This design comes from an exercise in tuning for a short achievable clock period and few clock cycles per item on the open sky130 flow, not from production work. Where RTL was checked, it was by simulation tests only, not by an equivalence proof against the original. For runs 3 and 4, only the layout was checked, not whether the RTL still works. No activity file was given, so power comes from the tool's default toggle rates.

**flow/flow/abc.script**
```
&get -n
&st
&dch
&nf
&st
&sopb
&dsdb
&nf
&st
&sopb
&dsdb
&nf
&st
&sopb
&dsdb
&nf
&put
buffer -c
topo
stime -c
upsize -c
dnsize -c
```
**flow/flow/synth.tcl**
```tcl
# The standard synthesis script (synth_recipe.tcl), with one change: Yosys's
# abc call maps with the ABC script beside this file (abc.script), which
# balances the logic for delay (&sopb, &dsdb) before each mapping
proc synth {args} { yosys synth -nofsm -noshare {*}$args }
set ::own_abc_script [file join [file dirname [file normalize [info script]]] abc.script]
proc abc {args} {
  set i [lsearch -exact $args -script]
  if { $i >= 0 } {
    lset args [expr { $i + 1 }] $::own_abc_script
  }
  yosys abc {*}$args
}
source $::env(SCRIPTS_DIR)/synth.tcl
# left out here: clear keep_hierarchy, flatten, clean up, hide names made inside functions, write 1_2_yosys.v
```
**flow/standard.sh**
```bash
#!/bin/bash
# synth_recipe.tcl (not shown) runs the flow's synth.tcl, then flattens the netlist and writes it again
# the make line also repeats each setting of config.mk as NAME=value (left out here)
make -C /OpenROAD-flow-scripts/flow DESIGN_CONFIG=/design/flow/config.mk WORK_HOME=/design/flow/orfs CLKGATE_MAP_FILE= SYNTH_SCRIPT=/design/flow/synth_recipe.tcl "${@:-finish}"
```
**flow/flow/run.sh**
```bash
#!/bin/bash
# Own layout flow: the standard layout (standard.sh), with synthesis run
# by flow/synth.tcl, which is the standard flow's synthesis script with a delay-oriented
# ABC script (flow/abc.script). Make's output goes to flow_make.log; each ORFS
# step writes its full log under orfs/logs/.
set -euo pipefail
work=$(pwd)
bash standard.sh SYNTH_SCRIPT="$work/flow/synth.tcl" finish > "$work/flow_make.log" 2>&1
```
**flow/design.v**
```verilog
package core_pkg;
    localparam int XLEN     = 32;
    localparam int NUM_REGS = 32;
    localparam int CAPACITY = 5;
    localparam int QDEPTH   = 5;     
    typedef logic [XLEN-1:0] word_t;
    typedef logic [31:0]     instr_t;
    typedef logic [4:0]      reg_addr_t;
    localparam logic [6:0] OPCODE_OP     = 7'b0110011;
    localparam logic [6:0] OPCODE_OP_IMM = 7'b0010011;
    localparam logic [6:0] FUNCT7_BASE   = 7'b0000000;
    localparam logic [6:0] FUNCT7_ALT    = 7'b0100000;   
    localparam int U_ALU = 0;     
    localparam int U_SLL = 1;
    localparam int U_SR  = 2;     
    localparam int NUM_UNITS = 3;
    localparam logic [3:0] LUT_ADD = 4'b0110;   
    localparam logic [3:0] LUT_SUB = 4'b0110;   
    localparam logic [3:0] LUT_AND = 4'b1000;
    localparam logic [3:0] LUT_OR  = 4'b1110;
    localparam logic [3:0] LUT_XOR = 4'b0110;
endpackage
`timescale 1ns/1ps
import core_pkg::*;
module instr_decoder (
    input  core_pkg::instr_t      instr,
    output logic [NUM_UNITS-1:0]  unit_sel,
    output logic [3:0]            lut,
    output logic                  arith,      
    output logic                  sub,
    output logic                  sra,        
    output logic                  use_imm,
    output core_pkg::word_t       imm,
    output logic                  legal
);
    logic [6:0] opcode;
    logic [2:0] funct3;
    logic [6:0] funct7;
    logic       is_op;
    logic       is_imm;
    logic       f7_base;
    logic       f7_alt;
    assign opcode  = instr[6:0];
    assign funct3  = instr[14:12];
    assign funct7  = instr[31:25];
    assign is_op   = (opcode == OPCODE_OP);
    assign is_imm  = (opcode == OPCODE_OP_IMM);
    assign f7_base = (funct7 == FUNCT7_BASE);
    assign f7_alt  = (funct7 == FUNCT7_ALT);
    always_comb begin
        unit_sel = '0;
        lut      = LUT_ADD;
        arith    = 1'b0;
        sub      = 1'b0;
        sra      = 1'b0;
        legal    = 1'b0;
        case (funct3)
            3'b000: begin
                unit_sel[U_ALU] = 1'b1;
                arith = 1'b1;
                sub   = is_op && f7_alt;
                lut   = (is_op && f7_alt) ? LUT_SUB : LUT_ADD;
                legal = is_imm || (is_op && (f7_base || f7_alt));
            end
            3'b111: begin
                unit_sel[U_ALU] = 1'b1;
                lut   = LUT_AND;
                legal = is_imm || (is_op && f7_base);
            end
            3'b110: begin
                unit_sel[U_ALU] = 1'b1;
                lut   = LUT_OR;
                legal = is_imm || (is_op && f7_base);
            end
            3'b100: begin
                unit_sel[U_ALU] = 1'b1;
                lut   = LUT_XOR;
                legal = is_imm || (is_op && f7_base);
            end
            3'b001: begin
                unit_sel[U_SLL] = 1'b1;
                legal = (is_imm || is_op) && f7_base;
            end
            3'b101: begin
                unit_sel[U_SR] = 1'b1;
                sra   = f7_alt;
                legal = (is_imm || is_op) && (f7_base || f7_alt);
            end
            default: ;   
        endcase
    end
    assign use_imm = is_imm;
    assign imm     = {{(XLEN-12){instr[31]}}, instr[31:20]};   
endmodule
`timescale 1ns/1ps
import core_pkg::*;
module reg_file (
    input  logic                  clk,
    input  logic                  reset_n,
    input  logic [NUM_REGS-1:0]   read_sel_1,
    input  logic [NUM_REGS-1:0]   read_sel_2,
    output core_pkg::word_t       read_data_1,
    output core_pkg::word_t       read_data_2,
    input  logic [NUM_REGS-1:0]   write_sel,
    input  core_pkg::word_t       write_data
);
    core_pkg::word_t regs [1:NUM_REGS-1];
    always_ff @(posedge clk or negedge reset_n) begin
        if (!reset_n) begin
            for (int i = 1; i < NUM_REGS; i++) begin
                regs[i] <= '0;
            end
        end else begin
            for (int i = 1; i < NUM_REGS; i++) begin
                if (write_sel[i]) begin
                    regs[i] <= write_data;
                end
            end
        end
    end
    always_comb begin
        read_data_1 = '0;
        read_data_2 = '0;
        for (int i = 1; i < NUM_REGS; i++) begin
            read_data_1 = read_data_1 | ({XLEN{read_sel_1[i]}} & regs[i]);
            read_data_2 = read_data_2 | ({XLEN{read_sel_2[i]}} & regs[i]);
        end
    end
endmodule
`timescale 1ns/1ps
import core_pkg::*;
module alu (
    input  core_pkg::word_t  a,
    input  core_pkg::word_t  b,
    input  logic [3:0]       lut,        
    input  logic             sub,        
    input  logic [3:0]       sh_lo,
    input  logic [7:0]       sh_hi,
    input  logic             sra,        
    output core_pkg::word_t  base,
    output core_pkg::word_t  carry,
    output core_pkg::word_t  sll,
    output core_pkg::word_t  sr
);
    core_pkg::word_t gen;
    core_pkg::word_t prop;
    assign gen  = a & b;
    assign prop = a | b;
    logic [XLEN-1:0] pg_g [6];
    logic [XLEN-1:0] pg_p [6];
    always_comb begin
        pg_g[0][0] = sub;
        pg_p[0][0] = 1'b0;
        for (int j = 1; j < XLEN; j++) begin
            pg_g[0][j] = gen[j-1];
            pg_p[0][j] = prop[j-1];
        end
        for (int l = 0; l < 5; l++) begin
            for (int j = 0; j < XLEN; j++) begin
                if (j >= (1 << l)) begin
                    pg_g[l+1][j] = pg_g[l][j] | (pg_p[l][j] & pg_g[l][j-(1<<l)]);
                    pg_p[l+1][j] = pg_p[l][j] & pg_p[l][j-(1<<l)];
                end else begin
                    pg_g[l+1][j] = pg_g[l][j];
                    pg_p[l+1][j] = pg_p[l][j];
                end
            end
        end
    end
    assign carry = pg_g[5];
    always_comb begin
        for (int i = 0; i < XLEN; i++) begin
            base[i] = (lut[3] & a[i] & b[i]) | (lut[2] & a[i] & !b[i])
                    | (lut[1] & !a[i] & b[i]) | (lut[0] & !a[i] & !b[i]);
        end
    end
    core_pkg::word_t sll_1;
    always_comb begin
        for (int i = 0; i < XLEN; i++) begin
            sll_1[i] = 1'b0;
            for (int k = 0; k < 4; k++) begin
                if (i - k >= 0) sll_1[i] = sll_1[i] | (sh_lo[k] & a[i-k]);
            end
        end
        for (int i = 0; i < XLEN; i++) begin
            sll[i] = 1'b0;
            for (int j = 0; j < 8; j++) begin
                if (i - 4 * j >= 0) sll[i] = sll[i] | (sh_hi[j] & sll_1[i-4*j]);
            end
        end
    end
    core_pkg::word_t sr_1;
    logic            fill;
    assign fill = sra & a[XLEN-1];
    always_comb begin
        for (int i = 0; i < XLEN; i++) begin
            sr_1[i] = 1'b0;
            for (int k = 0; k < 4; k++) begin
                sr_1[i] = sr_1[i] | (sh_lo[k] & ((i + k < XLEN) ? a[i+k] : fill));
            end
        end
        for (int i = 0; i < XLEN; i++) begin
            sr[i] = 1'b0;
            for (int j = 0; j < 8; j++) begin
                sr[i] = sr[i] | (sh_hi[j] & ((i + 4 * j < XLEN) ? sr_1[i+4*j] : fill));
            end
        end
    end
endmodule
`timescale 1ns/1ps
import core_pkg::*;
module pipe_stage #(
    parameter int WIDTH = 1
) (
    input  logic             clk,
    input  logic             reset_n,
    input  logic             in_valid,
    input  logic [WIDTH-1:0] in_data,
    output logic             out_valid,
    input  logic             out_ready,
    output logic [WIDTH-1:0] out_data
);
    localparam int CNT_W = $clog2(QDEPTH + 1);
    logic [WIDTH-1:0]  q [QDEPTH];
    logic [QDEPTH-1:0] rptr;         
    logic [QDEPTH-1:0] wptr;         
    logic [QDEPTH-1:0] rptr_inc;
    logic [CNT_W-1:0]  count;
    logic [CNT_W-1:0]  count_next;
    logic              pop;
    logic              bypass;
    logic [WIDTH-1:0]  head;
    logic [WIDTH-1:0]  head_inc;
    assign pop      = out_valid && out_ready;
    assign rptr_inc = {rptr[QDEPTH-2:0], rptr[QDEPTH-1]};
    always_comb begin
        case ({in_valid, pop})
            2'b10:   count_next = count + 1'b1;
            2'b01:   count_next = count - 1'b1;
            default: count_next = count;
        endcase
    end
    assign bypass = in_valid && (count == CNT_W'(pop));
    always_comb begin
        head     = '0;
        head_inc = '0;
        for (int i = 0; i < QDEPTH; i++) begin
            head     = head     | ({WIDTH{rptr[i]}}     & q[i]);
            head_inc = head_inc | ({WIDTH{rptr_inc[i]}} & q[i]);
        end
    end
    always_ff @(posedge clk or negedge reset_n) begin
        if (!reset_n) begin
            out_valid <= 1'b0;
            rptr      <= QDEPTH'(1);
            wptr      <= QDEPTH'(1);
            count     <= '0;
        end else begin
            out_valid <= (count_next != '0);
            count     <= count_next;
            if (pop) begin
                rptr <= rptr_inc;
            end
            if (in_valid) begin
                wptr <= {wptr[QDEPTH-2:0], wptr[QDEPTH-1]};
            end
        end
    end
    always_ff @(posedge clk) begin
        out_data <= bypass ? in_data : (pop ? head_inc : head);
        for (int i = 0; i < QDEPTH; i++) begin
            if (in_valid && wptr[i]) begin
                q[i] <= in_data;
            end
        end
    end
endmodule
`timescale 1ns/1ps
import core_pkg::*;
module hazard_control (
    input  logic clk,
    input  logic reset_n,
    input  logic in_valid,
    input  logic retire,
    output logic in_ready,
    output logic accept,
    output logic idle
);
    localparam int CNT_W = $clog2(CAPACITY + 1);
    logic [CNT_W-1:0] in_flight;
    logic             busy;          
    logic [CNT_W-1:0] in_flight_next;
    assign accept = in_valid && in_ready;
    always_comb begin
        case ({accept, retire})
            2'b10:   in_flight_next = in_flight + 1'b1;
            2'b01:   in_flight_next = in_flight - 1'b1;
            default: in_flight_next = in_flight;   
        endcase
    end
    assign idle = !busy;
    always_ff @(posedge clk or negedge reset_n) begin
        if (!reset_n) begin
            in_flight <= '0;
            in_ready  <= 1'b0;
            busy      <= 1'b0;
        end else begin
            in_flight <= in_flight_next;
            in_ready  <= (in_flight_next < CNT_W'(CAPACITY));
            busy      <= (in_flight_next != '0);
        end
    end
endmodule
`timescale 1ns/1ps
import core_pkg::*;
module alu_core_top (
    input  logic        clk,
    input  logic        reset_n,
    input  logic        in_valid,
    output logic        in_ready,
    input  logic [31:0] in_instr,
    output logic        out_valid,
    input  logic        out_ready,
    output logic [4:0]  out_rd,
    output logic [31:0] out_value,
    output logic        out_reg_write,
    output logic        out_illegal,
    output logic        idle
);
    logic accept;
    logic retire;
    assign retire = out_valid && out_ready;
    hazard_control u_hazard (
        .clk      (clk),
        .reset_n  (reset_n),
        .in_valid (in_valid),
        .retire   (retire),
        .in_ready (in_ready),
        .accept   (accept),
        .idle     (idle)
    );
    core_pkg::instr_t      s0_instr;
    logic                  s0_valid;
    logic [NUM_REGS-1:0]   s0_rs1_sel;
    logic [NUM_REGS-1:0]   s0_rs2_sel;
    always_ff @(posedge clk or negedge reset_n) begin
        if (!reset_n) begin
            s0_valid <= 1'b0;
        end else begin
            s0_valid <= accept;
        end
    end
    always_ff @(posedge clk) begin
        s0_instr   <= in_instr;
        s0_rs1_sel <= NUM_REGS'(1) << in_instr[19:15];
        s0_rs2_sel <= NUM_REGS'(1) << in_instr[24:20];
    end
    logic [NUM_UNITS-1:0] dec_unit_sel;
    logic [3:0]         dec_lut;
    logic               dec_arith;
    logic               dec_sub;
    logic               dec_sra;
    logic               dec_use_imm;
    core_pkg::word_t    dec_imm;
    logic               dec_legal;
    instr_decoder u_decoder (
        .instr   (s0_instr),
        .unit_sel(dec_unit_sel),
        .lut     (dec_lut),
        .arith   (dec_arith),
        .sub     (dec_sub),
        .sra     (dec_sra),
        .use_imm (dec_use_imm),
        .imm     (dec_imm),
        .legal   (dec_legal)
    );
    core_pkg::word_t     rf_data_1;
    core_pkg::word_t     rf_data_2;
    logic [NUM_REGS-1:0] s2_write_sel;
    core_pkg::word_t     s2_value;
    reg_file u_reg_file (
        .clk         (clk),
        .reset_n     (reset_n),
        .read_sel_1  (s0_rs1_sel),
        .read_sel_2  (s0_rs2_sel),
        .read_data_1 (rf_data_1),
        .read_data_2 (rf_data_2),
        .write_sel   (s2_write_sel),
        .write_data  (s2_value)
    );
    logic                s1_valid;
    logic                s1_write;      
    core_pkg::reg_addr_t s1_rd;
    logic                s1_legal;
    logic [NUM_UNITS-1:0] s1_unit_sel;
    logic [3:0]          s1_lut;
    logic                s1_arith;
    logic                s1_sub;
    logic                s1_sra;
    core_pkg::word_t     s1_a;
    core_pkg::word_t     s1_b;          
    logic [3:0]          s1_sh_lo;      
    logic [7:0]          s1_sh_hi;      
    core_pkg::word_t     alu_base;
    core_pkg::word_t     alu_carry;
    core_pkg::word_t     alu_sll;
    core_pkg::word_t     alu_sr;
    core_pkg::word_t     alu_result;
    alu u_alu (
        .a     (s1_a),
        .b     (s1_b),
        .lut   (s1_lut),
        .sub   (s1_sub),
        .sh_lo (s1_sh_lo),
        .sh_hi (s1_sh_hi),
        .sra   (s1_sra),
        .base  (alu_base),
        .carry (alu_carry),
        .sll   (alu_sll),
        .sr    (alu_sr)
    );
    logic                s2_valid;
    logic                s2_write;
    core_pkg::reg_addr_t s2_rd;
    logic                s2_legal;
    logic fwd_a1, fwd_a2, fwd_b1, fwd_b2;
    logic [NUM_UNITS-1:0] sel_a;        
    logic [NUM_UNITS-1:0] sel_b;
    core_pkg::word_t a_older;
    core_pkg::word_t b_older;
    core_pkg::word_t a_next;
    core_pkg::word_t b_next;
    assign fwd_a1 = s1_write && (s1_rd == s0_instr[19:15]);
    assign fwd_a2 = s2_write && (s2_rd == s0_instr[19:15]);
    assign fwd_b1 = s1_write && (s1_rd == s0_instr[24:20]) && !dec_use_imm;
    assign fwd_b2 = s2_write && (s2_rd == s0_instr[24:20]);
    assign sel_a = fwd_a1 ? s1_unit_sel : '0;
    assign sel_b = fwd_b1 ? s1_unit_sel : '0;
    assign a_older = fwd_a2 ? s2_value : rf_data_1;
    assign b_older = dec_use_imm ? dec_imm : (fwd_b2 ? s2_value : rf_data_2);
    function automatic core_pkg::word_t pick(
        input logic [NUM_UNITS-1:0] sel,
        input logic                 arith,
        input logic                 keep,
        input core_pkg::word_t      older,
        input logic                 inv,
        input core_pkg::word_t      base,
        input core_pkg::word_t      carry,
        input core_pkg::word_t      sll,
        input core_pkg::word_t      sr
    );
        core_pkg::word_t rest;
        core_pkg::word_t c0;
        core_pkg::word_t c1;
        rest = ({XLEN{sel[U_SLL]}} & sll) | ({XLEN{sel[U_SR]}} & sr)
             | ({XLEN{keep}} & older);
        c0   = (rest | ({XLEN{sel[U_ALU]}} & base)) ^ {XLEN{inv}};
        c1   = (rest | ({XLEN{sel[U_ALU]}} & (base ^ {XLEN{arith}}))) ^ {XLEN{inv}};
        pick = (carry & c1) | (~carry & c0);
    endfunction
    assign alu_result = pick(s1_unit_sel, s1_arith, 1'b0, '0, 1'b0,
                             alu_base, alu_carry, alu_sll, alu_sr);
    assign a_next     = pick(sel_a, s1_arith, !fwd_a1, a_older, 1'b0,
                             alu_base, alu_carry, alu_sll, alu_sr);
    assign b_next     = pick(sel_b, s1_arith, !fwd_b1, b_older, dec_sub,
                             alu_base, alu_carry, alu_sll, alu_sr);
    always_ff @(posedge clk or negedge reset_n) begin
        if (!reset_n) begin
            s1_valid <= 1'b0;
            s1_write <= 1'b0;
        end else begin
            s1_valid <= s0_valid;
            s1_write <= s0_valid && dec_legal && (s0_instr[11:7] != '0);
        end
    end
    always_ff @(posedge clk) begin
        s1_rd       <= s0_instr[11:7];
        s1_legal    <= dec_legal;
        s1_unit_sel <= dec_unit_sel;
        s1_lut      <= dec_lut;
        s1_arith    <= dec_arith;
        s1_sub      <= dec_sub;
        s1_sra      <= dec_sra;
        s1_a        <= a_next;
        s1_b        <= b_next;
        s1_sh_lo    <= 4'(1) << b_next[1:0];
        s1_sh_hi    <= 8'(1) << b_next[4:2];
    end
    always_ff @(posedge clk or negedge reset_n) begin
        if (!reset_n) begin
            s2_valid     <= 1'b0;
            s2_write     <= 1'b0;
            s2_write_sel <= '0;
        end else begin
            s2_valid     <= s1_valid;
            s2_write     <= s1_write;
            s2_write_sel <= s1_write ? (NUM_REGS'(1) << s1_rd) : '0;
        end
    end
    always_ff @(posedge clk) begin
        s2_rd    <= s1_rd;
        s2_legal <= s1_legal;
        s2_value <= alu_result;
    end
    localparam int RETIRE_W = 5 + XLEN + 2;
    logic [RETIRE_W-1:0] out_rec;
    pipe_stage #(.WIDTH(RETIRE_W)) u_out_queue (
        .clk       (clk),
        .reset_n   (reset_n),
        .in_valid  (s2_valid),
        .in_data   ({s2_rd, s2_value, s2_legal, !s2_legal}),
        .out_valid (out_valid),
        .out_ready (out_ready),
        .out_data  (out_rec)
    );
    assign {out_rd, out_value, out_reg_write, out_illegal} = out_rec;
endmodule
`timescale 1ns/1ps
module alu_core (
    input  logic        clk,
    input  logic        reset_n,
    input  logic        in_valid,
    output logic        in_ready,
    input  logic [31:0] in_instr,
    output logic        out_valid,
    input  logic        out_ready,
    output logic [4:0]  out_rd,
    output logic [31:0] out_value,
    output logic        out_reg_write,
    output logic        out_illegal,
    output logic        idle
);
    alu_core_top u_core (
        .clk           (clk),
        .reset_n       (reset_n),
        .in_valid      (in_valid),
        .in_ready      (in_ready),
        .in_instr      (in_instr),
        .out_valid     (out_valid),
        .out_ready     (out_ready),
        .out_rd        (out_rd),
        .out_value     (out_value),
        .out_reg_write (out_reg_write),
        .out_illegal   (out_illegal),
        .idle          (idle)
    );
endmodule
```
**flow/config.mk**
```make
export PLATFORM = sky130hd
export DESIGN_NAME = alu_core
export DESIGN_NICKNAME = alu_core
export VERILOG_FILES = /design/flow/design.v
export SDC_FILE = /design/flow/constraint.sdc
export NUM_CORES = 8
export LEC_CHECK = 0
export CAP_MARGIN = 20
export CORE_MARGIN = 2
export CORE_UTILIZATION = 50
export SETUP_SLACK_MARGIN = 5
export SLEW_MARGIN = 20
```
**flow/constraint.sdc**
```tcl
create_clock -name core_clock -period 8.0 [get_ports {clk}]
set_input_delay 1.6000 -clock core_clock [delete_from_list [all_inputs] [get_ports {clk}]]
set_output_delay 1.6000 -clock core_clock [all_outputs]
set_load 0.01 [all_outputs]
```
==> results of run 1 <==
## state kept, by name (all words and copies together), names as in the netlist, 31 cells and up
name and flops:
u_core.s1_a 32, u_core.s0_instr 32, u_core.s0_rs1_sel 31, u_core.s0_rs2_sel 31, u_core.u_out_queue.out_data 39, u_core.u_out_queue.q 195, u_core.u_reg_file.regs 992, u_core.s1_b 32
u_core.s2_write_sel 31, u_core.s2_value 32
## worst min-delay path by stage
stage / slack, ns / startpoint / cells past startpoint / to
floorplan: 0.31 / u_core.s1_legal / 0 / u_core.s2_legal
global placement: 0.31 / u_core.s1_legal / 0 / u_core.s2_legal
detailed placement: 0.31 / u_core.s1_legal / 0 / u_core.s2_legal
CTS: 0.33 / u_core.s1_legal / 0 / u_core.s2_legal
global route: 0.34 / u_core.s1_legal / 0 / u_core.s2_legal
finish: 0.33 / u_core.s1_legal / 0 / u_core.s2_legal
## power by group
group          switching, mW  internal, mW
logic                  0.497         0.182
registers             0.0947          7.80
clock network           3.24          4.32
total                   3.83          12.3
## timing repair
action | in CTS | in global routing
buffers inserted | 6 | 13
cloned | 1 | 3
setup endpoints to repair | 119 | 63
pin swaps | 2 | 11
hold buffers | 0 | 0
gates resized for setup | 251 | 98
## stage by stage
step / power [mW] / instances / util
floorplan: 8.27 / 6256 / -
global placement: 8.70 / 7802 / 0.519
detailed placement: 8.71 / 7802 / 0.519
CTS: 16.1 / 8105 / 0.558
global route: 16.5 / 8124 / 0.562
finish: 16.1 / 8126 / 0.562
## synthesized netlist by cell type (all sizes together) (22+ instances only)
master / number
o21ai: 172
nand3b: 22
nor3: 107
xnor2: 54
edfxtp: 195
a21o: 24
dfrtp: 1045
buf: 183
dfxtp: 261
a21oi: 79
mux2: 997
a221oi: 388
nand3: 167
a31oi: 31
nand4: 198
o22ai: 36
xor2: 23
nor2: 209
clkbuf: 440
a222oi: 92
a22oi: 421
nand2: 393
inv: 38
a22o: 374
## cells by family (layout without fill, tap and decap cells)
family          count (synthesis)  count (layout)  synth area share
fa+ha+maj                       5               5           0.00106
mux                          1008            1008             0.158
other cells                     0               4                 0
simple gates                 1231            1232            0.0836
buf+inv                       666             628            0.0354
xor+xnor                       77              77           0.00939
flops                        1503            1503             0.519
compound gates               1766            1766             0.194
## metal layers
layer,part of all wire,wire [microns],vias to the layer above
li1,-,-,24131
met1,0.36,117000,31104
met2,0.41,132000,5511
met3,0.15,48800,1639
met4,0.081,26300,26
met5,0.0018,587,-
## layout make-up
cell class                      instances  area share
Sequential cell                      1503       0.466
Tap cell                             1903      0.0296
Timing Repair inverter                  1    0.000202
Antenna cell                            4    0.000124
Timing Repair Buffer                  288      0.0320
Inverter                               43     0.00239
Clock inverter                         51     0.00715
Clock buffer                          245      0.0584
Multi-Input combinational cell       4088       0.404
==> flow_summary.yaml, run 1 <==
timing:
  hold-worst-slack_ns: 0.326
  hold_viol: 0
  rsz0062_at_grt: "true"
  fin_skew_ns: 0.0281
  maxSlewHeadroom: 0.178
  period_share: 0.392
  setup_tns_ns: 0
  setup_viol: 0
  slew_violations: 0
  worstMarginPinSlew_ns: 1.23
  fin_ws_ns: 4.86
  period_needed_ns: 3.14
  max_clock_freq_mhz: 319
global_routing:
  grt_pass1_vias: 59020
  gr-usage-met2: 0.611
  busiest_layer: "met2"
  grt_use_met3: 0.177
  use_met1: 0.543
  antenna_found_initial: 20
  grt_max_degree: 171
  grt_overflow: 0
  grt_usage: 0.432
  grt_pass1_wl_microns: 451000
yosys:
  yosys_warnings: 10
  ys_ff_latch: 1503
  ys.flop_type: "dfrtp_1"
  avgSynthCellArea_sq_um: 11.5
  postSynthCellCount: 6256
  synth-async-reset-ratio: 0.697
  synth_top_area_share: 0.364
  synth.distinct_cells: 95
  syn_area_sq_um: 71900
  seq_area_frac_synth: 0.519
  synth_area_leaders: "dfrtp_1 36%, mux2_2 16%, edfxtp_1 8.1%, dfxtp_1 7.3%, a221oi_1 4.7%"
  synth_edf_count: 195
  synth_top_cell_by_area: "dfrtp_1"
  syn_nets: 6296
setup_path:
  reg2reg_from: "u_core.s0_rs1_sel[5]"
  worstSetupPathType: "flip-flop to flip-flop"
  startpoint: "u_core.s0_rs1_sel[5]"
  cp-start-kind: "flip-flop"
  cp_data_arrival_time_ns: 3.77
  required_ns: 8.64
  slowest_delay_ns: 0.77
  crit_fanout: 26
  path_buf_inv: 1
  cp_cell_sequence: "buf_4 > a22o_1 > a221oi_1 > nand3_1 > nor3_2 > nand2_1 > o21ai_0 > o21ai_1"
  cpLargestDelayFamily: "compound AO/OA/AOI/OAI gates"
  end_kind: "flip-flop"
  path_depth: 8
  r2r_cells: 8
  cp_slowest_cell: "buf_4"
  rrSetupSlack_ns: 4.86
  r2r_end: "u_core.s1_a[0]"
  crit_end: "u_core.s1_a[0]"
finish:
  nFillCells: 12064
  final_cell_mix: "1009 x dfrtp_1, 997 x mux2_2, 419 x a22oi_1"
  drive_above_1_share: 0.282
  final_area_sq_um: 80500
  syn_to_final_growth_pct: 12.0
  multiInputGateArea_sq_um: 32500
  seqCellArea_sq_um: 37500
  nets: 6126
  final_common_cell: "dfrtp_1"
detailed_routing:
  avgRoutedWirePerCell_microns: 40.0
  route.detailed.drc: 0
  antenna_left: 0
  vias: 62411
  drtIter0Drc: 11740
  via_per_inst: 7.68
  dr.pass1.iters: 11
  routed_wl_microns: 325000
place:
  hpwl_microns: 177000
  port_buffers: 77
  place.gp.congestion: 0.978
  post_dp_cell_area_sq_um: 74400
  place_ws_ns: 3.71
floorplan:
  die_h_microns: 383
  die_x_microns: 383
  core_area_sq_um: 143000
  dieArea_sq_um: 147000
  rows: 139
  io_pins: 78
  start_util: 0.502
clock_network:
  clock_tree.buffer_depth: 3
  cts.root.buffer_cell: "clkbuf_16"
  tritoncts: "done"
  htree_num_levels: 4
  clkLatencyLatePin_ns: 0.83
  numCtsBuffers: 161
  clk_pin_slew_ns: 0.07
  cts_sinks: 1503
hold_path:
  hp-class: "flip-flop to flip-flop"
run_status:
  status: "no timing/DRC/antenna violations"
run:
  maxCapViolations: 0
power_and_ir_drop:
  leakage_nw: 34.5
  ir_drop_mv: 0.182
  powerDensity_nw_per_um2: 200
Testbench counts, summed over its fixed seeds: cycles 12,032, items 12,000.
==> run 2, diff against run 1 <==
==> flow/run.sh (new file) <==
#!/bin/bash
# synth_recipe.tcl (not shown) runs the flow's synth.tcl, then flattens the netlist and writes it again
# the make line also repeats each setting of config.mk as NAME=value (left out here)
make -C /OpenROAD-flow-scripts/flow DESIGN_CONFIG=/design/flow/config.mk WORK_HOME=/design/flow/orfs CLKGATE_MAP_FILE= SYNTH_SCRIPT=/design/flow/synth_recipe.tcl finish
removed: flow/flow/run.sh
removed: flow/flow/abc.script
removed: flow/flow/synth.tcl
removed: flow/standard.sh
==> flow_summary.yaml, run 2 <==
setup_path:
  cp_data_arrival_time_ns: 3.95
  rrSetupSlack_ns: 4.72
  cp-start-kind: "flip-flop"
  reg2reg_from: "u_core.s1_a[7]"
  end_kind: "flip-flop"
  crit_fanout: 6
  r2r_cells: 12
  startpoint: "u_core.s1_a[7]"
  crit_end: "u_core.s1_b[31]"
  r2r_end: "u_core.s1_b[31]"
  worstSetupPathType: "flip-flop to flip-flop"
  required_ns: 8.67
yosys:
  syn_area_sq_um: 70600
  synth-async-reset-ratio: 0.697
  syn_nets: 6033
  synthTopCellsByCount: "1045 x dfrtp_1, 1020 x mux2_2, 495 x a22oi_1, 444 x clkbuf_1, 360 x a22o_1"
  synth_area_leaders: "dfrtp_1 37%, mux2_2 16%, edfxtp_1 8.3%, dfxtp_1 7.4%, a22oi_1 5.3%"
  synth_fa_ha_area_frac: 0.00278
  synth_top_cell_by_area: "dfrtp_1"
  seq_area_frac_synth: 0.528
  synth_top_area_share: 0.371
  synth_compound_area_frac: 0.194
  avgSynthCellArea_sq_um: 11.8
  synth.most_common_cell: "dfrtp_1"
  synth_top_family_by_area: "compound AO/OA/AOI/OAI gates"
  synthMuxAreaShare: 0.164
  ys.flop_type: "dfrtp_1"
  postSynthCellCount: 5993
  ys_ff_latch: 1503
  synthSimpleGateAreaFrac: 0.0648
  yosys_warnings: 10
  synth_xor_area_frac: 0.0104
  synth_edf_count: 195
  synth.distinct_cells: 82
global_routing:
  antenna_found_initial: 10
  grt_pass1_wl_microns: 451000
  grt_usage: 0.439
  grt_max_degree: 156
  grt_pass1_vias: 57223
  grt_overflow: 0
timing:
  fin_skew_ns: 0.0587
  rsz0062_at_grt: "true"
  period_share: 0.410
  hold_viol: 0
  slew_violations: 0
  fin_ws_ns: 4.72
  setup_viol: 0
  max_clock_freq_mhz: 305
  setup_tns_ns: 0
  maxSlewHeadroom: 0.171
  worstMarginPinSlew_ns: 1.24
  period_needed_ns: 3.28
finish:
  final_common_cell: "mux2_2"
  syn_to_final_growth_pct: 14.0
  largest-register: "u_core.u_reg_file.regs"
  top_regs: "u_core.u_reg_file.regs x992, u_core.u_out_queue.q x195, u_core.u_out_queue.out_data x39"
  final_cell_mix: "1020 x mux2_2, 1009 x dfrtp_1, 494 x a22oi_1"
  largest_register_ffs: 992
  nets: 5953
  stdcell_count: 7932
  drive_above_1_share: 0.321
place:
  dpl.cell_count: 7544
  port_buffers: 77
  place_ws_ns: 3.62
  place.gp.congestion: 0.968
  hpwl_microns: 177000
detailed_routing:
  vias: 61178
  drtIter0Drc: 12094
  via_per_inst: 7.71
  route.detailed.drc: 0
  dr.pass1.iters: 14
  avgRoutedWirePerCell_microns: 41.1
  antenna_left: 0
  routed_wl_microns: 326000
clock_network:
  tritoncts: "done"
  clock_tree.buffer_depth: 3
  postCtsHoldBufs: 0
  clk_pin_slew_ns: 0.06
  cts_sinks: 1503
  clkLatencyLatePin_ns: 0.83
  htree_num_levels: 4
  numCtsBuffers: 159
  cts.root.buffer_cell: "clkbuf_16"
floorplan:
  start_util: 0.505
  io_pins: 78
  core_area_sq_um: 140000
  dieArea_sq_um: 144000
  die_x_microns: 380
  rows: 137
  die_h_microns: 380
run:
  maxCapViolations: 0
hold_path:
  hp-class: "flip-flop to flip-flop"
power_and_ir_drop:
  ir_drop_mv: 0.208
  leakage_nw: 34.7
  p_total_mw: 16.5
  powerDensity_nw_per_um2: 205
run_status:
  status: "no timing/DRC/antenna violations"
-- run 2: changes by cell type in the layout (fill, tap and decap cells not counted), moves of 20 or more --
cell	change
o21ai_0	-87
mux2_2	+23
clkbuf_1	-20
a21oi_1	+70
a221oi_1	-59
nor3_1	-33
nand2_1	-102
nor2_1	-41
buf_4	+68
a22oi_1	+75
dfxtp_1	-20
nand3_1	-57
-- run 2: cell type report --
class / count / area, sq um
Timing Repair Buffer: 366 / 3110
Clock inverter: 72 / 968
Antenna cell: 12 / 30.0
Tap cell: 1876 / 2350
Multi-Input combinational cell: 3837 / 31700
Clock buffer: 220 / 4510
Fill cell: 11780 / 59400
Inverter: 45 / 190
Sequential cell: 1503 / 37600
Timing Repair inverter: 1 / 8.76
-- run 2: critical path, stage by stage (launching register included) --
cell,delay (ns)
dfxtp_4,0.40
nor2_1,0.08
or4_4,0.56
o221ai_4,0.25
o2111a_2,0.33
o311ai_4,0.14
a41oi_4,0.42
buf_4,0.20
a31oi_1,0.10
nand3b_1,0.18
a31o_2,0.28
o22ai_2,0.15
xnor2_1,0.08
-- run 2: cell families (layout without fill, tap and decap cells) --
| family | count (synthesis) | count (layout) |
|---|---|---|
| multiplexers | 1030 | 1030 |
| AND/OR/NAND/NOR | 946 | 949 |
| adder cells (fa/ha/maj) | 17 | 17 |
| buffers and inverters | 656 | 704 |
| flip-flops | 1503 | 1503 |
| XOR/XNOR | 84 | 84 |
| AO/OA/AOI/OAI | 1757 | 1757 |
| other | 0 | 12 |
-- run 2: routing by layer --
layer / up-vias / routed length (microns) / global-route usage
met2: 5478 / 132000 / 0.618
met5: - / 508 / 0.00827
met4: 18 / 27000 / 0.276
met3: 1656 / 49300 / 0.182
met1: 30760 / 117000 / 0.557
li1: 23266 / - / -
-- run 2: per-stage QoR --
stage          instance area [sq um]   util  hold WS, ns
2_1_floorplan                  70600      -        0.310
3_3_place_gp                   73300  0.524        0.311
3_5_place_dp                   73300  0.524        0.318
4_1_cts                        79500  0.569        0.332
5_1_grt                        80400  0.575        0.343
6_report                       80400  0.575        0.327
-- run 2: worst min path at each step --
| stage | startpoint | end | slack (ns) | depth (start not counted) |
|---|---|---|---|---|
| 2_1_floorplan | u_core.s1_legal | u_core.s2_legal | 0.31 | 0 |
| 3_3_place_gp | u_core.s1_legal | u_core.s2_legal | 0.31 | 0 |
| 3_5_place_dp | u_core.s1_legal | u_core.s2_legal | 0.32 | 0 |
| 4_1_cts | u_core.s1_legal | u_core.s2_legal | 0.33 | 0 |
| 5_1_grt | u_core.s1_legal | u_core.s2_legal | 0.34 | 0 |
| 6_report | u_core.s1_legal | u_core.s2_legal | 0.33 | 0 |
-- run 2: power breakdown --
part	switching (mW)	leakage, nW	internal, mW
sequential	0.101	18.7	7.80
combinational	0.536	13.3	0.231
clock	3.32	2.70	4.49
total	3.96	34.7	12.5
-- run 2: timing repair --
item | in CTS | in global routing
hold endpoints to repair | 0 | 0
pin swaps | 29 | 64
setup endpoints to repair | 174 | 81
cloned | 4 | 0
buffers inserted | 29 | 51
gates resized for setup | 334 | 145
==> run 3, diff against run 2 <==
--- a/flow/design.v
+++ b/flow/design.v
@@ -1,8 +1,8 @@
 package core_pkg;
     localparam int XLEN     = 32;
     localparam int NUM_REGS = 32;
-    localparam int CAPACITY = 5;
-    localparam int QDEPTH   = 5;     
+    localparam int CAPACITY = 6;
+    localparam int QDEPTH   = 6;     
     typedef logic [XLEN-1:0] word_t;
     typedef logic [31:0]     instr_t;
     typedef logic [4:0]      reg_addr_t;
@@ -226,21 +226,13 @@
     logic [QDEPTH-1:0] wptr;         
     logic [QDEPTH-1:0] rptr_inc;
     logic [CNT_W-1:0]  count;
-    logic [CNT_W-1:0]  count_next;
     logic              pop;
     logic              bypass;
     logic [WIDTH-1:0]  head;
     logic [WIDTH-1:0]  head_inc;
     assign pop      = out_valid && out_ready;
     assign rptr_inc = {rptr[QDEPTH-2:0], rptr[QDEPTH-1]};
-    always_comb begin
-        case ({in_valid, pop})
-            2'b10:   count_next = count + 1'b1;
-            2'b01:   count_next = count - 1'b1;
-            default: count_next = count;
-        endcase
-    end
-    assign bypass = in_valid && (count == CNT_W'(pop));
+    assign bypass = in_valid && (pop ? (count == CNT_W'(1)) : (count == '0));
     always_comb begin
         head     = '0;
         head_inc = '0;
@@ -256,8 +248,17 @@
             wptr      <= QDEPTH'(1);
             count     <= '0;
         end else begin
-            out_valid <= (count_next != '0);
-            count     <= count_next;
+            case ({in_valid, pop})
+                2'b10: begin
+                    count     <= count + 1'b1;
+                    out_valid <= 1'b1;
+                end
+                2'b01: begin
+                    count     <= count - 1'b1;
+                    out_valid <= (count != CNT_W'(1));
+                end
+                default: ;   
+            endcase
             if (pop) begin
                 rptr <= rptr_inc;
             end
@@ -289,15 +290,17 @@
     localparam int CNT_W = $clog2(CAPACITY + 1);
     logic [CNT_W-1:0] in_flight;
     logic             busy;          
-    logic [CNT_W-1:0] in_flight_next;
     assign accept = in_valid && in_ready;
-    always_comb begin
-        case ({accept, retire})
-            2'b10:   in_flight_next = in_flight + 1'b1;
-            2'b01:   in_flight_next = in_flight - 1'b1;
-            default: in_flight_next = in_flight;   
-        endcase
-    end
+    logic [CNT_W-1:0] inc;
+    logic [CNT_W-1:0] dec;
+    logic             ready_inc;
+    logic             ready_same;
+    logic             busy_dec;
+    assign inc        = in_flight + 1'b1;
+    assign dec        = in_flight - 1'b1;
+    assign ready_inc  = (in_flight < CNT_W'(CAPACITY - 1));
+    assign ready_same = (in_flight < CNT_W'(CAPACITY));
+    assign busy_dec   = (in_flight != CNT_W'(1));
     assign idle = !busy;
     always_ff @(posedge clk or negedge reset_n) begin
         if (!reset_n) begin
@@ -305,9 +308,21 @@
             in_ready  <= 1'b0;
             busy      <= 1'b0;
         end else begin
-            in_flight <= in_flight_next;
-            in_ready  <= (in_flight_next < CNT_W'(CAPACITY));
-            busy      <= (in_flight_next != '0);
+            case ({accept, retire})
+                2'b10: begin
+                    in_flight <= inc;
+                    in_ready  <= ready_inc;
+                    busy      <= 1'b1;
+                end
+                2'b01: begin
+                    in_flight <= dec;
+                    in_ready  <= 1'b1;
+                    busy      <= busy_dec;
+                end
+                default: begin   
+                    in_ready  <= ready_same;
+                end
+            endcase
         end
     end
 endmodule
@@ -356,28 +371,28 @@
         s0_rs2_sel <= NUM_REGS'(1) << in_instr[24:20];
     end
     logic [NUM_UNITS-1:0] dec_unit_sel;
-    logic [3:0]         dec_lut;
-    logic               dec_arith;
-    logic               dec_sub;
-    logic               dec_sra;
-    logic               dec_use_imm;
-    core_pkg::word_t    dec_imm;
-    logic               dec_legal;
+    logic [3:0]           dec_lut;
+    logic                 dec_arith;
+    logic                 dec_sub;
+    logic                 dec_sra;
+    logic                 dec_use_imm;
+    core_pkg::word_t      dec_imm;
+    logic                 dec_legal;
     instr_decoder u_decoder (
-        .instr   (s0_instr),
-        .unit_sel(dec_unit_sel),
-        .lut     (dec_lut),
-        .arith   (dec_arith),
-        .sub     (dec_sub),
-        .sra     (dec_sra),
-        .use_imm (dec_use_imm),
-        .imm     (dec_imm),
-        .legal   (dec_legal)
+        .instr    (s0_instr),
+        .unit_sel (dec_unit_sel),
+        .lut      (dec_lut),
+        .arith    (dec_arith),
+        .sub      (dec_sub),
+        .sra      (dec_sra),
+        .use_imm  (dec_use_imm),
+        .imm      (dec_imm),
+        .legal    (dec_legal)
     );
     core_pkg::word_t     rf_data_1;
     core_pkg::word_t     rf_data_2;
-    logic [NUM_REGS-1:0] s2_write_sel;
-    core_pkg::word_t     s2_value;
+    logic [NUM_REGS-1:0] s3_write_sel;
+    core_pkg::word_t     s3_value;
     reg_file u_reg_file (
         .clk         (clk),
         .reset_n     (reset_n),
@@ -385,59 +400,108 @@
         .read_sel_2  (s0_rs2_sel),
         .read_data_1 (rf_data_1),
         .read_data_2 (rf_data_2),
-        .write_sel   (s2_write_sel),
-        .write_data  (s2_value)
+        .write_sel   (s3_write_sel),
+        .write_data  (s3_value)
     );
     logic                s1_valid;
     logic                s1_write;      
     core_pkg::reg_addr_t s1_rd;
-    logic                s1_legal;
+    logic                s2_write;
+    core_pkg::reg_addr_t s2_rd;
+    logic                s3_write;
+    core_pkg::reg_addr_t s3_rd;
+    logic hit_a1, hit_a2, hit_a3, hit_b1, hit_b2, hit_b3;
+    assign hit_a1 = s1_write && (s1_rd == s0_instr[19:15]);
+    assign hit_a2 = s2_write && (s2_rd == s0_instr[19:15]);
+    assign hit_a3 = s3_write && (s3_rd == s0_instr[19:15]);
+    assign hit_b1 = s1_write && (s1_rd == s0_instr[24:20]) && !dec_use_imm;
+    assign hit_b2 = s2_write && (s2_rd == s0_instr[24:20]);
+    assign hit_b3 = s3_write && (s3_rd == s0_instr[24:20]);
+    core_pkg::word_t      s1_rf_a;
+    core_pkg::word_t      s1_rf_b;
+    logic                 s1_fwd_a2;     
+    logic                 s1_fwd_a3;     
+    logic                 s1_fwd_a4;     
+    logic                 s1_fwd_b2;
+    logic                 s1_fwd_b3;
+    logic                 s1_fwd_b4;
+    logic                 s1_legal;
     logic [NUM_UNITS-1:0] s1_unit_sel;
-    logic [3:0]          s1_lut;
-    logic                s1_arith;
-    logic                s1_sub;
-    logic                s1_sra;
-    core_pkg::word_t     s1_a;
-    core_pkg::word_t     s1_b;          
-    logic [3:0]          s1_sh_lo;      
-    logic [7:0]          s1_sh_hi;      
-    core_pkg::word_t     alu_base;
-    core_pkg::word_t     alu_carry;
-    core_pkg::word_t     alu_sll;
-    core_pkg::word_t     alu_sr;
-    core_pkg::word_t     alu_result;
+    logic [3:0]           s1_lut;
+    logic                 s1_arith;
+    logic                 s1_sub;
+    logic                 s1_sra;
+    logic                 s1_use_imm;
+    core_pkg::word_t      s1_imm;
+    always_ff @(posedge clk or negedge reset_n) begin
+        if (!reset_n) begin
+            s1_valid <= 1'b0;
+            s1_write <= 1'b0;
+        end else begin
+            s1_valid <= s0_valid;
+            s1_write <= s0_valid && dec_legal && (s0_instr[11:7] != '0);
+        end
+    end
+    always_ff @(posedge clk) begin
+        s1_rd       <= s0_instr[11:7];
+        s1_legal    <= dec_legal;
+        s1_unit_sel <= dec_unit_sel;
+        s1_lut      <= dec_lut;
+        s1_arith    <= dec_arith;
+        s1_sub      <= dec_sub;
+        s1_sra      <= dec_sra;
+        s1_use_imm  <= dec_use_imm;
+        s1_imm      <= dec_imm;
+        s1_rf_a     <= rf_data_1;
+        s1_rf_b     <= rf_data_2;
+        s1_fwd_a2   <= hit_a1;
+        s1_fwd_a3   <= !hit_a1 && hit_a2;
+        s1_fwd_a4   <= !hit_a1 && !hit_a2 && hit_a3;
+        s1_fwd_b2   <= hit_b1;
+        s1_fwd_b3   <= !hit_b1 && hit_b2;
+        s1_fwd_b4   <= !hit_b1 && !hit_b2 && hit_b3;
+    end
+    logic                 s2_valid;
+    logic                 s2_legal;
+    logic [NUM_UNITS-1:0] s2_unit_sel;
+    logic [3:0]           s2_lut;
+    logic                 s2_arith;
+    logic                 s2_sub;
+    logic                 s2_sra;
+    core_pkg::word_t      s2_a;
+    core_pkg::word_t      s2_b;          
+    logic [3:0]           s2_sh_lo;      
+    logic [7:0]           s2_sh_hi;      
+    core_pkg::word_t      alu_base;
+    core_pkg::word_t      alu_carry;
+    core_pkg::word_t      alu_sll;
+    core_pkg::word_t      alu_sr;
+    core_pkg::word_t      alu_result;
     alu u_alu (
-        .a     (s1_a),
-        .b     (s1_b),
-        .lut   (s1_lut),
-        .sub   (s1_sub),
-        .sh_lo (s1_sh_lo),
-        .sh_hi (s1_sh_hi),
-        .sra   (s1_sra),
+        .a     (s2_a),
+        .b     (s2_b),
+        .lut   (s2_lut),
+        .sub   (s2_sub),
+        .sh_lo (s2_sh_lo),
+        .sh_hi (s2_sh_hi),
+        .sra   (s2_sra),
         .base  (alu_base),
         .carry (alu_carry),
         .sll   (alu_sll),
         .sr    (alu_sr)
     );
-    logic                s2_valid;
-    logic                s2_write;
-    core_pkg::reg_addr_t s2_rd;
-    logic                s2_legal;
-    logic fwd_a1, fwd_a2, fwd_b1, fwd_b2;
-    logic [NUM_UNITS-1:0] sel_a;        
+    core_pkg::word_t      s4_value;
+    core_pkg::word_t      a_older;
+    core_pkg::word_t      b_older;
+    core_pkg::word_t      a_next;
+    core_pkg::word_t      b_next;
+    logic [NUM_UNITS-1:0] sel_a;         
     logic [NUM_UNITS-1:0] sel_b;
-    core_pkg::word_t a_older;
-    core_pkg::word_t b_older;
-    core_pkg::word_t a_next;
-    core_pkg::word_t b_next;
-    assign fwd_a1 = s1_write && (s1_rd == s0_instr[19:15]);
-    assign fwd_a2 = s2_write && (s2_rd == s0_instr[19:15]);
-    assign fwd_b1 = s1_write && (s1_rd == s0_instr[24:20]) && !dec_use_imm;
-    assign fwd_b2 = s2_write && (s2_rd == s0_instr[24:20]);
-    assign sel_a = fwd_a1 ? s1_unit_sel : '0;
-    assign sel_b = fwd_b1 ? s1_unit_sel : '0;
-    assign a_older = fwd_a2 ? s2_value : rf_data_1;
-    assign b_older = dec_use_imm ? dec_imm : (fwd_b2 ? s2_value : rf_data_2);
+    assign a_older = s1_fwd_a3 ? s3_value : (s1_fwd_a4 ? s4_value : s1_rf_a);
+    assign b_older = s1_use_imm ? s1_imm
+                   : (s1_fwd_b3 ? s3_value : (s1_fwd_b4 ? s4_value : s1_rf_b));
+    assign sel_a = s1_fwd_a2 ? s2_unit_sel : '0;
+    assign sel_b = s1_fwd_b2 ? s2_unit_sel : '0;
     function automatic core_pkg::word_t pick(
         input logic [NUM_UNITS-1:0] sel,
         input logic                 arith,
@@ -458,57 +522,60 @@
         c1   = (rest | ({XLEN{sel[U_ALU]}} & (base ^ {XLEN{arith}}))) ^ {XLEN{inv}};
         pick = (carry & c1) | (~carry & c0);
     endfunction
-    assign alu_result = pick(s1_unit_sel, s1_arith, 1'b0, '0, 1'b0,
+    assign alu_result = pick(s2_unit_sel, s2_arith, 1'b0, '0, 1'b0,
                              alu_base, alu_carry, alu_sll, alu_sr);
-    assign a_next     = pick(sel_a, s1_arith, !fwd_a1, a_older, 1'b0,
+    assign a_next     = pick(sel_a, s2_arith, !s1_fwd_a2, a_older, 1'b0,
                              alu_base, alu_carry, alu_sll, alu_sr);
-    assign b_next     = pick(sel_b, s1_arith, !fwd_b1, b_older, dec_sub,
+    assign b_next     = pick(sel_b, s2_arith, !s1_fwd_b2, b_older, s1_sub,
                              alu_base, alu_carry, alu_sll, alu_sr);
     always_ff @(posedge clk or negedge reset_n) begin
         if (!reset_n) begin
-            s1_valid <= 1'b0;
-            s1_write <= 1'b0;
+            s2_valid <= 1'b0;
+            s2_write <= 1'b0;
         end else begin
-            s1_valid <= s0_valid;
-            s1_write <= s0_valid && dec_legal && (s0_instr[11:7] != '0);
+            s2_valid <= s1_valid;
+            s2_write <= s1_write;
         end
     end
     always_ff @(posedge clk) begin
-        s1_rd       <= s0_instr[11:7];
-        s1_legal    <= dec_legal;
-        s1_unit_sel <= dec_unit_sel;
-        s1_lut      <= dec_lut;
-        s1_arith    <= dec_arith;
-        s1_sub      <= dec_sub;
-        s1_sra      <= dec_sra;
-        s1_a        <= a_next;
-        s1_b        <= b_next;
-        s1_sh_lo    <= 4'(1) << b_next[1:0];
-        s1_sh_hi    <= 8'(1) << b_next[4:2];
+        s2_rd       <= s1_rd;
+        s2_legal    <= s1_legal;
+        s2_unit_sel <= s1_unit_sel;
+        s2_lut      <= s1_lut;
+        s2_arith    <= s1_arith;
+        s2_sub      <= s1_sub;
+        s2_sra      <= s1_sra;
+        s2_a        <= a_next;
+        s2_b        <= b_next;
+        s2_sh_lo    <= 4'(1) << b_next[1:0];
+        s2_sh_hi    <= 8'(1) << b_next[4:2];
     end
+    logic                s3_valid;
+    logic                s3_legal;
     always_ff @(posedge clk or negedge reset_n) begin
         if (!reset_n) begin
-            s2_valid     <= 1'b0;
-            s2_write     <= 1'b0;
-            s2_write_sel <= '0;
+            s3_valid     <= 1'b0;
+            s3_write     <= 1'b0;
+            s3_write_sel <= '0;
         end else begin
-            s2_valid     <= s1_valid;
-            s2_write     <= s1_write;
-            s2_write_sel <= s1_write ? (NUM_REGS'(1) << s1_rd) : '0;
+            s3_valid     <= s2_valid;
+            s3_write     <= s2_write;
+            s3_write_sel <= s2_write ? (NUM_REGS'(1) << s2_rd) : '0;
         end
     end
     always_ff @(posedge clk) begin
-        s2_rd    <= s1_rd;
-        s2_legal <= s1_legal;
-        s2_value <= alu_result;
+        s3_rd    <= s2_rd;
+        s3_legal <= s2_legal;
+        s3_value <= alu_result;
+        s4_value <= s3_value;
     end
     localparam int RETIRE_W = 5 + XLEN + 2;
     logic [RETIRE_W-1:0] out_rec;
     pipe_stage #(.WIDTH(RETIRE_W)) u_out_queue (
         .clk       (clk),
         .reset_n   (reset_n),
-        .in_valid  (s2_valid),
-        .in_data   ({s2_rd, s2_value, s2_legal, !s2_legal}),
+        .in_valid  (s3_valid),
+        .in_data   ({s3_rd, s3_value, s3_legal, !s3_legal}),
         .out_valid (out_valid),
         .out_ready (out_ready),
         .out_data  (out_rec)
==> flow/flow/run.sh (new file) <==
#!/bin/bash
set -euo pipefail
work=$(pwd)
bash standard.sh SYNTH_SCRIPT="$work/flow/synth.tcl" SETUP_SLACK_MARGIN=5.6 finish \
  > "$work/flow_make.log" 2>&1
==> flow/flow/abc.script (new file) <==
&get -n
&st
&dch
&nf
&st
&sopb
&dsdb
&nf
&st
&sopb
&dsdb
&nf
&st
&sopb
&dsdb
&nf
&put
buffer -c
topo
stime -c
upsize -c
dnsize -c
==> flow/flow/synth.tcl (new file) <==
# The standard synthesis script (synth_recipe.tcl), with one change: Yosys's
# abc call maps with the ABC script beside this file (abc.script), which
# balances the logic for delay (&sopb, &dsdb) before each mapping
proc synth {args} { yosys synth -nofsm -noshare {*}$args }
set ::own_abc_script [file join [file dirname [file normalize [info script]]] abc.script]
proc abc {args} {
  set i [lsearch -exact $args -script]
  if { $i >= 0 } {
    lset args [expr { $i + 1 }] $::own_abc_script
  }
  yosys abc {*}$args
}
source $::env(SCRIPTS_DIR)/synth.tcl
# left out here: clear keep_hierarchy, flatten, clean up, hide names made inside functions, write 1_2_yosys.v
==> flow/standard.sh (new file) <==
#!/bin/bash
# synth_recipe.tcl (not shown) runs the flow's synth.tcl, then flattens the netlist and writes it again
# the make line also repeats each setting of config.mk as NAME=value (left out here)
make -C /OpenROAD-flow-scripts/flow DESIGN_CONFIG=/design/flow/config.mk WORK_HOME=/design/flow/orfs CLKGATE_MAP_FILE= SYNTH_SCRIPT=/design/flow/synth_recipe.tcl "${@:-finish}"
removed: flow/run.sh
==> flow_summary.yaml, run 3 <==
floorplan:
  rows: 144
  dieArea_sq_um: 158000
  start_util: 0.503
  die_h_microns: 397
  core_area_sq_um: 154000
  die_x_microns: 397
  io_pins: 78
yosys:
  synth-async-reset-ratio: 0.627
  synth_top_family_by_area: "compound AO/OA/AOI/OAI gates"
  synth_xor_area_frac: 0.0101
  yosys_warnings: 10
  avgSynthCellArea_sq_um: 11.5
  ys.flop_type: "dfrtp_1"
  syn_area_sq_um: 77400
  synthSimpleGateAreaFrac: 0.0866
  seq_area_frac_synth: 0.532
  synth_top_area_share: 0.339
  synth.distinct_cells: 96
  synth_area_leaders: "dfrtp_1 34%, mux2_2 15%, dfxtp_1 10%, edfxtp_1 9.1%, a22oi_1 6.7%"
  synthTopCellsByCount: "1049 x dfrtp_1, 1004 x mux2_2, 690 x a22oi_1, 473 x clkbuf_1, 390 x dfxtp_1"
  synthMuxAreaShare: 0.157
  postSynthCellCount: 6709
  synth_top_cell_by_area: "dfrtp_1"
  ys_ff_latch: 1675
  syn_nets: 6755
  synth_fa_ha_area_frac: 0.00176
  synth.most_common_cell: "dfrtp_1"
  synth_edf_count: 234
  synth_compound_area_frac: 0.179
power_and_ir_drop:
  leakage_nw: 39.1
  powerDensity_nw_per_um2: 205
  ir_drop_mv: 0.217
  p_total_mw: 18.4
detailed_routing:
  drtIter0Drc: 12586
  antenna_left: 0
  routed_wl_microns: 348000
  route.detailed.drc: 0
  avgRoutedWirePerCell_microns: 39.2
  vias: 67655
  dr.pass1.iters: 12
  via_per_inst: 7.60
setup_path:
  slowest_delay_ns: 0.42
  crit_fanout: 2
  cp_slowest_cell: "dfrtp_2"
  end_kind: "primary output"
  worstSetupPathType: "flip-flop to primary output"
  required_ns: 6.40
  cp_cell_sequence: "buf_6"
  cp_data_arrival_time_ns: 1.36
  cp-start-kind: "flip-flop"
  cpLargestDelayFamily: "flip-flops"
  path_buf_inv: 1
global_routing:
  grt_pass1_wl_microns: 483000
  grt_pass1_vias: 64368
  grt_usage: 0.427
  antenna_found_initial: 17
  grt_overflow: 0
  grt_max_degree: 163
place:
  place.gp.congestion: 0.964
  place_ws_ns: 3.73
  port_buffers: 77
  hpwl_microns: 185000
  dpl.cell_count: 8359
clock_network:
  clock_tree.buffer_depth: 3
  cts_sinks: 1675
  cts.root.buffer_cell: "clkbuf_16"
  clkLatencyLatePin_ns: 0.83
  htree_num_levels: 4
  clk_pin_slew_ns: 0.06
  tritoncts: "done"
  numCtsBuffers: 176
timing:
  fin_ws_ns: 5.04
  setup_viol: 0
  worstMarginPinSlew_ns: 1.24
  maxSlewHeadroom: 0.174
  max_clock_freq_mhz: 338
  period_share: 0.370
  setup_tns_ns: 0
  hold_viol: 0
  period_needed_ns: 2.96
  slew_violations: 0
  rsz0062_at_grt: "true"
  fin_skew_ns: 0.0766
hold_path:
  hp-class: "flip-flop to flip-flop"
finish:
  drive_above_1_share: 0.320
  syn_to_final_growth_pct: 16.5
  largest_register_ffs: 992
  final_common_cell: "dfrtp_1"
  final_cell_mix: "1012 x dfrtp_1, 1003 x mux2_2, 677 x a22oi_1"
  multiInputGateArea_sq_um: 35500
  largest-register: "u_core.u_reg_file.regs"
  top_regs: "u_core.u_reg_file.regs x992, u_core.u_out_queue.q x234, u_core.u_out_queue.out_data x39"
  nets: 6739
  seqCellArea_sq_um: 41500
  nFillCells: 12662
  stdcell_count: 8897
run:
  maxCapViolations: 0
run_status:
  status: "no timing/DRC/antenna violations"
## run 3: final cells by class
type	count	share of cell area
diodes	9	0.000250
clock buffers	260	0.0570
clock inverters	69	0.00962
inverters	32	0.00143
multi-input cells	4357	0.394
flip-flops and latches	1675	0.460
well taps	2044	0.0284
repair buffers	451	0.0493
## run 3: final timing paths
path                                                    from                              to  slack [ns]  depth (start not counted)
worst max-delay path            u_core.u_out_queue.out_valid                       out_valid        5.04                          1
worst min-delay path                         u_core.s1_arith                 u_core.s2_arith        0.32                          0
worst max register to register                u_core.s2_a[8]                 u_core.s2_b[21]        5.19                          8
worst min register to register               u_core.s1_arith                 u_core.s2_arith        0.32                          0
max in group asynchronous                            reset_n  u_core.u_reg_file.regs[17][31]        5.76                          2
min in group asynchronous                            reset_n   u_core.u_reg_file.regs[16][0]        0.70                          1
## run 3: metrics by stage
step	hold slack, ns	utilization	instance area [sq um]
2_1_floorplan	0.310	-	77600
3_3_place_gp	0.311	0.519	79900
3_5_place_dp	0.312	0.519	79900
4_1_cts	0.321	0.576	88600
5_1_grt	0.323	0.586	90100
6_report	0.322	0.586	90100
## run 3: power by group
| group | total [mW] | switching, mW | internal, mW |
|---|---|---|---|
| combinational | 0.968 | 0.619 | 0.349 |
| sequential | 8.91 | 0.180 | 8.73 |
| clock | 8.57 | 3.64 | 4.93 |
## run 3: layer usage
metal	part of all wire	global-route usage	up-vias
met1	0.36	0.539	33614
met4	0.084	0.286	10
met5	0.00050	0.00454	-
li1	-	-	26032
met3	0.15	0.155	1852
met2	0.41	0.614	6147
## run 3: cells by family after synthesis
| kind of cell | Yosys count |
|---|---|
| AO/OA/AOI/OAI | 1799 |
| multiplexers | 1087 |
| buffers and inverters | 684 |
| adder cells (fa/ha/maj) | 11 |
| AND/OR/NAND/NOR | 1365 |
| XOR/XNOR | 88 |
| flip-flops | 1675 |
## run 3: timing repair
item,in CTS,in global routing
setup endpoints to repair,442,424
buffers inserted,120,62
hold buffers,0,0
gates cloned,14,4
pin swaps,115,126
gates resized for setup,595,216
==> run 4, diff against run 3 <==
==> flow/flow/run.sh (replaced) <==
#!/bin/bash
# Own layout flow: the standard layout (standard.sh), with synthesis run
# by flow/synth.tcl, which is the standard flow's synthesis script with a delay-oriented
# ABC script (flow/abc.script). Make's output goes to flow_make.log; each ORFS
# step writes its full log under orfs/logs/.
set -euo pipefail
work=$(pwd)
bash standard.sh SYNTH_SCRIPT="$work/flow/synth.tcl" finish > "$work/flow_make.log" 2>&1
==> flow_summary.yaml, run 4 <==
yosys:
  synth_edf_count: 234
  ys_ff_latch: 1675
  postSynthCellCount: 6709
  syn_nets: 6755
  seq_area_frac_synth: 0.532
  synthTopCellsByCount: "1049 x dfrtp_1, 1004 x mux2_2, 690 x a22oi_1, 473 x clkbuf_1, 390 x dfxtp_1"
  avgSynthCellArea_sq_um: 11.5
  synth_top_area_share: 0.339
  synth_area_leaders: "dfrtp_1 34%, mux2_2 15%, dfxtp_1 10%, edfxtp_1 9.1%, a22oi_1 6.7%"
  synth.distinct_cells: 96
  syn_area_sq_um: 77400
  ys.flop_type: "dfrtp_1"
  synth.most_common_cell: "dfrtp_1"
  yosys_warnings: 10
  synth-async-reset-ratio: 0.627
  synth_top_cell_by_area: "dfrtp_1"
finish:
  top_regs: "u_core.u_reg_file.regs x992, u_core.u_out_queue.q x234, u_core.u_out_queue.out_data x39"
  nFillCells: 12972
  largest_register_ffs: 992
  final_area_sq_um: 86100
  final_common_cell: "dfrtp_1"
  largest-register: "u_core.u_reg_file.regs"
  drive_above_1_share: 0.264
  syn_to_final_growth_pct: 11.2
  nets: 6568
  final_cell_mix: "1012 x dfrtp_1, 1004 x mux2_2, 690 x a22oi_1"
setup_path:
  path_buf_inv: 1
  cp_data_arrival_time_ns: 1.37
  end_kind: "primary output"
  crit_fanout: 1
  slowest_delay_ns: 0.38
  cp_slowest_cell: "dfxtp_2"
  cpLargestDelayFamily: "flip-flops"
  required_ns: 6.40
  cp_cell_sequence: "buf_4"
  cp-start-kind: "flip-flop"
  worstSetupPathType: "flip-flop to primary output"
  rrSetupSlack_ns: 5.06
detailed_routing:
  drtIter0Drc: 11975
  antenna_left: 0
  vias: 65896
  dr.pass1.iters: 12
  routed_wl_microns: 341000
  route.detailed.drc: 0
  via_per_inst: 7.55
  avgRoutedWirePerCell_microns: 39.1
timing:
  slew_violations: 0
  maxSlewHeadroom: 0.186
  rsz0062_at_grt: "true"
  max_clock_freq_mhz: 336
  period_needed_ns: 2.97
  setup_viol: 0
  worstMarginPinSlew_ns: 1.22
  setup_tns_ns: 0
  fin_skew_ns: 0.0331
  period_share: 0.372
  hold_viol: 0
global_routing:
  grt_pass1_wl_microns: 473000
  grt_max_degree: 179
  grt_pass1_vias: 62814
  grt_usage: 0.420
  antenna_found_initial: 16
  grt_overflow: 0
clock_network:
  htree_num_levels: 4
  clkLatencyLatePin_ns: 0.84
  clock_tree.buffer_depth: 3
  cts_sinks: 1675
  tritoncts: "done"
  numCtsBuffers: 176
  clk_pin_slew_ns: 0.06
  cts.root.buffer_cell: "clkbuf_16"
  postCtsHoldBufs: 0
floorplan:
  rows: 144
  dieArea_sq_um: 158000
  die_x_microns: 397
  core_area_sq_um: 154000
  die_h_microns: 397
  io_pins: 78
  start_util: 0.503
power_and_ir_drop:
  ir_drop_mv: 0.239
  p_total_mw: 18.1
  leakage_nw: 37.3
  powerDensity_nw_per_um2: 211
run_status:
  status: "no timing/DRC/antenna violations"
place:
  port_buffers: 77
  hpwl_microns: 183000
  place.gp.congestion: 0.926
  post_dp_cell_area_sq_um: 79800
hold_path:
  hp-class: "flip-flop to flip-flop"
run:
  maxCapViolations: 0
-- run 4: cell type report --
cell class,count,area (sq um),share of cell area
Clock inverter,61,659,0.00766
Antenna cell,6,15.0,0.000174
Timing Repair Buffer,285,2230,0.0259
Clock buffer,272,5280,0.0613
Inverter,32,120,0.00140
Multi-Input combinational cell,4352,33900,0.394
Sequential cell,1675,41300,0.480
Tap cell,2044,2560,0.0297
-- run 4: per-stage QoR --
step           std cells  hold slack [ns]   util  setup slack [ns]
2_1_floorplan       6709            0.310      -              5.05
3_3_place_gp        8358            0.311  0.519              3.33
3_5_place_dp        8358            0.314  0.519              3.29
4_1_cts             8698            0.328  0.557              4.99
5_1_grt             8721            0.327  0.559              4.96
6_report            8727            0.325  0.559              5.03
-- run 4: logic make-up (layout without fill, tap and decap cells) --
logic type	Yosys count	count (layout)	share of synthesized area
AOI/OAI and AO/OA	1799	1799	0.179
and+or+nand+nor	1365	1367	0.0866
xor gates and xnor gates	88	88	0.0101
adders and majority gates	11	11	0.00176
other	0	6	0
buffers and inverters	684	650	0.0336
muxes	1087	1087	0.157
DFF	1675	1675	0.532
-- run 4: where the power goes --
group | total [mW] | internal [mW] | switching, mW
Sequential | 8.88 | 8.73 | 0.148
Combinational | 0.837 | 0.241 | 0.596
Clock | 8.44 | 4.80 | 3.64
-- run 4: worst paths after layout --
path | start | end | cells after the start
worst max-delay path | u_core.u_out_queue.out_data[22] | out_value[20] | 1
worst min-delay path | u_core.s1_legal | u_core.s2_legal | 0
worst max register to register | u_core.s2_a[4] | u_core.s2_b[17] | 9
worst min register to register | u_core.s1_legal | u_core.s2_legal | 0
max in group asynchronous | reset_n | u_core.u_reg_file.regs[10][31] | 3
min in group asynchronous | reset_n | u_core.u_reg_file.regs[17][8] | 1
-- run 4: per-layer routing --
layer	global-route usage	share of wire	wire, microns
met1	0.543	0.36	124000
met2	0.597	0.41	141000
met3	0.154	0.15	50300
met4	0.255	0.075	25600
met5	0.00545	0.00072	247
-- run 4: worst reg2reg max path, stage by stage, from the launching register on --
cell and delay (ns):
dfxtp_1 0.57, a22o_1 0.20, a222oi_1 0.08, buf_4 0.17, or4_4 0.60, nand3_2 0.16, a21oi_2 0.09, or3_1 0.44
and4_1 0.23, a311oi_2 0.27
-- run 4: timing repair --
action	in CTS	in global routing
gates cloned	2	0
gates resized for setup	211	42
pin swaps	3	12
buffers inserted	5	23
setup endpoints to repair	112	60

-- afterwards: timing with drivers on the ports --
How much do the figures lean on ideal ports? The routed layouts below were timed once more, with nothing changed but the port constraints. Step 1: set_driving_cell puts a clkbuf_16 on clk and a buf_2 on each other input, an assumption about the parent block. Step 2 times the ports against the registers' clock, not the clock port: input delays grow and output delays shrink by t, the midpoint of the rising clock arrivals with the driver on. Three values: ideal ports, drivers, drivers and shift; two values: the first two.
run | shift t [ns] | setup slack, ns | worst hold slack (ns) | worst slew at a driven data input, ns | cell pins on the clock port's net
run 1 | 0.890 | 4.862 / 4.862 / 4.267 | 0.326 / 0.326 / 0.326 | 0.05 | 1
run 2 | 0.887 | 4.716 / 4.716 / 4.244 | 0.327 / 0.327 / 0.327 | 0.05 | 1
run 3 | 0.882 | 5.037 / 4.951 / 4.694 | 0.322 / 0.322 / 0.322 | 0.16 | 1
run 4 | 0.917 | 5.028 / 4.939 / 4.323 | 0.325 / 0.325 / 0.325 | 0.15 | 1
After both steps every run listed still meets setup and hold. The setup slack of run 4, which loses most, moves by -0.089 ns with the drivers and by -0.705 ns with both steps.
